Source: an optimization exercise on an open RTL-to-GDS flow (aim: small area). Production flows keep margins and buffers that such runs may drop. Only simulation tests tie the RTL to the original design; equivalence was not proved.

==> 09-01: inputs <==
==> flow/design.v <==
module lane_array_serializer #(
   parameter  int LANES      = 16,
   parameter  int WIDTH      = 32,
   parameter  int BEAT_LANES = 4,
   localparam int BEATS      = LANES / BEAT_LANES,
   localparam int BIDX_W     = (BEATS > 1) ? $clog2(BEATS) : 1
) (
   input  logic                        clk,
   input  logic                        rst_n,
   input  logic                        in_valid,
   output logic                        in_ready,
   input  logic [LANES*WIDTH-1:0]      in_data,
   input  logic [LANES-1:0]            in_mask,
   output logic                        out_valid,
   input  logic                        out_ready,
   output logic [BEAT_LANES*WIDTH-1:0] out_data,
   output logic [BEAT_LANES-1:0]       out_mask,
   output logic [BIDX_W-1:0]           out_beat,
   output logic                        out_last,
   output logic                        busy
);
   generate
      if (LANES % BEAT_LANES != 0) begin : g_bad_cfg
         $fatal(1, "lane_array_serializer: LANES must be a multiple of BEAT_LANES");
      end
   endgenerate
   logic                   busy_q;
   logic [BIDX_W-1:0]      beat_q;
   logic [LANES*WIDTH-1:0] held_q;
   logic [LANES-1:0]       hmask_q;
   logic                   last, accept;
   assign last     = (beat_q == BIDX_W'(BEATS - 1));
   assign in_ready = !busy_q || (last && out_ready);
   assign accept   = in_valid && in_ready;
   always_ff @(posedge clk or negedge rst_n) begin
      if (!rst_n) busy_q <= 1'b0;
      else        busy_q <= accept || (busy_q && !(last && out_ready));
   end
   always_ff @(posedge clk) begin
      if (accept)                 beat_q <= '0;
      else if (busy_q && out_ready) beat_q <= beat_q + 1'b1;
   end
   always_ff @(posedge clk) begin
      if (accept) begin
         held_q  <= in_data;
         hmask_q <= in_mask;
      end
   end
   always_comb begin
      out_data = '0;
      out_mask = '0;
      for (int k = 0; k < BEATS; k++) begin
         for (int j = 0; j < BEAT_LANES; j++) begin
            if (beat_q == BIDX_W'(k)) out_mask[j] = hmask_q[k*BEAT_LANES+j];
            if (beat_q == BIDX_W'(k) && hmask_q[k*BEAT_LANES+j])
               out_data[j*WIDTH +: WIDTH] = held_q[(k*BEAT_LANES+j)*WIDTH +: WIDTH];
         end
      end
   end
   assign out_valid = busy_q;
   assign busy      = busy_q;
   assign out_beat  = beat_q;
   assign out_last  = last;
endmodule
==> flow/run.sh <==
#!/bin/bash
# synth_recipe.tcl (not shown) runs the flow's synth.tcl, then flattens the netlist and writes it again
# the make line also repeats each setting of config.mk as NAME=value (left out here)
make -C /OpenROAD-flow-scripts/flow DESIGN_CONFIG=/design/flow/config.mk WORK_HOME=/design/flow/orfs CLKGATE_MAP_FILE= SYNTH_SCRIPT=/design/flow/synth_recipe.tcl finish
==> flow/config.mk <==
export PLATFORM = sky130hd
export DESIGN_NAME = lane_array_serializer
export DESIGN_NICKNAME = lane_array_serializer
export VERILOG_FILES = /design/flow/design.v
export SDC_FILE = /design/flow/constraint.sdc
export NUM_CORES = 4
export LEC_CHECK = 0
export CAP_MARGIN = 20
export CORE_MARGIN = 2
export CORE_UTILIZATION = 40
export SLEW_MARGIN = 20
==> flow/constraint.sdc <==
create_clock -name core_clock -period 4.0 [get_ports {clk}]
set_input_delay 0.8000 -clock core_clock [delete_from_list [all_inputs] [get_ports {clk}]]
set_output_delay 0.8000 -clock core_clock [all_outputs]
set_load 0.01 [all_outputs]
==> inputs of 05-28, as changes to 09-01 <==
--- a/flow/design.v
+++ b/flow/design.v
@@ -36,3 +36,3 @@
       if (!rst_n) busy_q <= 1'b0;
-      else        busy_q <= accept || (busy_q && !(last && out_ready));
+      else        busy_q <= accept || keep;
    end
@@ -42,10 +42,12 @@
    end
-   always_ff @(posedge clk) begin
-      if (accept) begin
-         held_q  <= in_data;
-         hmask_q <= in_mask;
-      end
+   logic keep;
+   assign keep = busy_q && !(last && out_ready);
+   for (genvar b = 0; b < LANES*WIDTH; b++) begin : g_held
+      lane_array_serializer_hold u_bit (.clk(clk), .load(accept), .keep(keep), .d(in_data[b]), .q(held_q[b]));
    end
+   for (genvar b = 0; b < LANES; b++) begin : g_hmask
+      lane_array_serializer_hold u_bit (.clk(clk), .load(accept), .keep(keep), .d(in_mask[b]), .q(hmask_q[b]));
+   end
+   logic [LANES-1:0] sel;
    always_comb begin
-      out_data = '0;
       out_mask = '0;
@@ -53,6 +55,17 @@
          for (int j = 0; j < BEAT_LANES; j++) begin
+            sel[k*BEAT_LANES+j] = (beat_q == BIDX_W'(k)) && hmask_q[k*BEAT_LANES+j];
             if (beat_q == BIDX_W'(k)) out_mask[j] = hmask_q[k*BEAT_LANES+j];
-            if (beat_q == BIDX_W'(k) && hmask_q[k*BEAT_LANES+j])
-               out_data[j*WIDTH +: WIDTH] = held_q[(k*BEAT_LANES+j)*WIDTH +: WIDTH];
          end
+      end
+   end
+   for (genvar j = 0; j < BEAT_LANES; j++) begin : g_olane
+      for (genvar i = 0; i < WIDTH; i++) begin : g_obit
+         logic [BEATS-1:0] s, d;
+         for (genvar k = 0; k < BEATS; k++) begin : g_src
+            assign s[k] = sel[k*BEAT_LANES+j];
+            assign d[k] = held_q[(k*BEAT_LANES+j)*WIDTH+i];
+         end
+         logic y3_n;
+         lane_array_serializer_pick_n #(.N(BEATS-1)) u_pick (.s(s[BEATS-2:0]), .d(d[BEATS-2:0]), .y_n(y3_n));
+         assign out_data[j*WIDTH+i] = !y3_n || (s[BEATS-1] && d[BEATS-1]);
       end
@@ -64 +77,19 @@
 endmodule
+module lane_array_serializer_hold (
+   input  logic clk,
+   input  logic load,
+   input  logic keep,
+   input  logic d,
+   output logic q
+);
+   always_ff @(posedge clk) q <= (load & d) | (keep & q);
+endmodule
+module lane_array_serializer_pick_n #(
+   parameter int N = 3
+) (
+   input  logic [N-1:0] s,
+   input  logic [N-1:0] d,
+   output logic         y_n
+);
+   assign y_n = !(|(s & d));
+endmodule
==> flow/flow/run.sh (new file) <==
#!/bin/bash
# Standard layout, with the port buffers made from the smallest buffer cell and a leaner clock tree.
set -o pipefail
export BUFFER_PORTS_ARGS="-buffer_cell sky130_fd_sc_hd__buf_1"
export CTS_ARGS="-sink_clustering_enable -repair_clock_nets -dont_use_dummy_load -buf_list {sky130_fd_sc_hd__clkbuf_8} -sink_clustering_size 18 -sink_clustering_max_diameter 60"
bash standard.sh > standard.log 2>&1
==> flow/standard.sh (new file) <==
#!/bin/bash
# synth_recipe.tcl (not shown) runs the flow's synth.tcl, then flattens the netlist and writes it again
# the make line also repeats each setting of config.mk as NAME=value (left out here)
make -C /OpenROAD-flow-scripts/flow DESIGN_CONFIG=/design/flow/config.mk WORK_HOME=/design/flow/orfs CLKGATE_MAP_FILE= SYNTH_SCRIPT=/design/flow/synth_recipe.tcl "${@:-finish}"
SYNTH_HIERARCHICAL = 1   (was default)
SYNTH_MINIMUM_KEEP_SIZE = 0   (was default)
removed: flow/run.sh
==> inputs of 08-27, as changes to 09-01 <==
--- a/flow/design.v
+++ b/flow/design.v
@@ -48,4 +48,4 @@
    end
+   logic [LANES-1:0] sel;
    always_comb begin
-      out_data = '0;
       out_mask = '0;
@@ -53,7 +53,13 @@
          for (int j = 0; j < BEAT_LANES; j++) begin
+            sel[k*BEAT_LANES+j] = (beat_q == BIDX_W'(k)) && hmask_q[k*BEAT_LANES+j];
             if (beat_q == BIDX_W'(k)) out_mask[j] = hmask_q[k*BEAT_LANES+j];
-            if (beat_q == BIDX_W'(k) && hmask_q[k*BEAT_LANES+j])
-               out_data[j*WIDTH +: WIDTH] = held_q[(k*BEAT_LANES+j)*WIDTH +: WIDTH];
          end
       end
+   end
+   always_comb begin
+      out_data = '0;
+      for (int k = 0; k < BEATS; k++)
+         for (int j = 0; j < BEAT_LANES; j++)
+            out_data[j*WIDTH +: WIDTH] = out_data[j*WIDTH +: WIDTH]
+                                       | ({WIDTH{sel[k*BEAT_LANES+j]}} & held_q[(k*BEAT_LANES+j)*WIDTH +: WIDTH]);
    end
==> flow/flow/run.sh (new file) <==
#!/bin/bash
# Standard layout, with the port buffers made from the smallest buffer cell and a leaner clock tree.
set -o pipefail
export BUFFER_PORTS_ARGS="-buffer_cell sky130_fd_sc_hd__buf_1"
export CTS_ARGS="-sink_clustering_enable -repair_clock_nets -dont_use_dummy_load -buf_list {sky130_fd_sc_hd__clkbuf_8} -sink_clustering_size 18 -sink_clustering_max_diameter 60"
bash standard.sh > standard.log 2>&1
==> flow/standard.sh (new file) <==
#!/bin/bash
# synth_recipe.tcl (not shown) runs the flow's synth.tcl, then flattens the netlist and writes it again
# the make line also repeats each setting of config.mk as NAME=value (left out here)
make -C /OpenROAD-flow-scripts/flow DESIGN_CONFIG=/design/flow/config.mk WORK_HOME=/design/flow/orfs CLKGATE_MAP_FILE= SYNTH_SCRIPT=/design/flow/synth_recipe.tcl "${@:-finish}"
removed: flow/run.sh
==> summary.txt <==
| quantity | 08-27 | 09-01 | 05-28 |
|---|---|---|---|
| Run status | no timing/DRC/antenna violations | no timing/DRC/antenna violations | no timing/DRC/antenna violations |
| Area share of the largest cell type after synthesis | 82.6% | 77.1% | 58.9% |
| Met1 WL | 20000 um | 24300 um | 26200 um |
| Wire per inst | 23.3 um | 25.7 um | 22.8 um |
| Area of the multi-input gates | 2780 um2 | 3680 um2 | 7170 um2 |
| M1 GR Usage | 24.7% | 28.0% | 33.0% |
| HP Start | in_data[364] | - | in_data[449] |
| Met3 routed WL | 5200 um | 6100 um | 5740 um |
| Num tapcells | 615 | 680 | 592 |
| Number of placement rows | 80 | 83 | 77 |
| Number of placed instances, taps included | 2284 | 2486 | 2796 |
| Post CTS Setup Buffer Count | 0 | 2 | 0 |
| Number of distinct library cells after synthesis | 22 | 26 | 22 |
| Worst hold path stage count | 1 | - | 2 |

re-timing with driven ports:
No port has a modelled driver above. Below, the same layouts with a new extraction and two added sets of constraints.
Step 1 sets driving cells, clkbuf_16 on the clock port and buf_2 on the other inputs (assumed; they add their load-dependent delay and slew).
Step 2, shift: input delay + t, output delay - t, t = (earliest + latest rising clock arrival at the registers) / 2. This alone moves slack from input paths to output paths.
a / b / c = ideal / step 1 / step 2; a / b = the first two.
| run | t, ns | setup WS [ns] | worst setup path at the end | clock arrival spread, ns | cell pins on the clock port's net |
|---|---|---|---|---|---|
| 09-01 | 0.647 | 0.109 / 0.053 / 0.700 | register to output | 0.028 / 0.028 | 1 |
| 05-28 | 0.657 | 0.365 / 0.311 / 0.968 | register to output | 0.064 / 0.064 | 1 |
| 08-27 | 0.641 | 0.458 / 0.405 / 1.046 | register to output | 0.099 / 0.099 | 1 |
After both steps setup and hold are still met in every run listed.
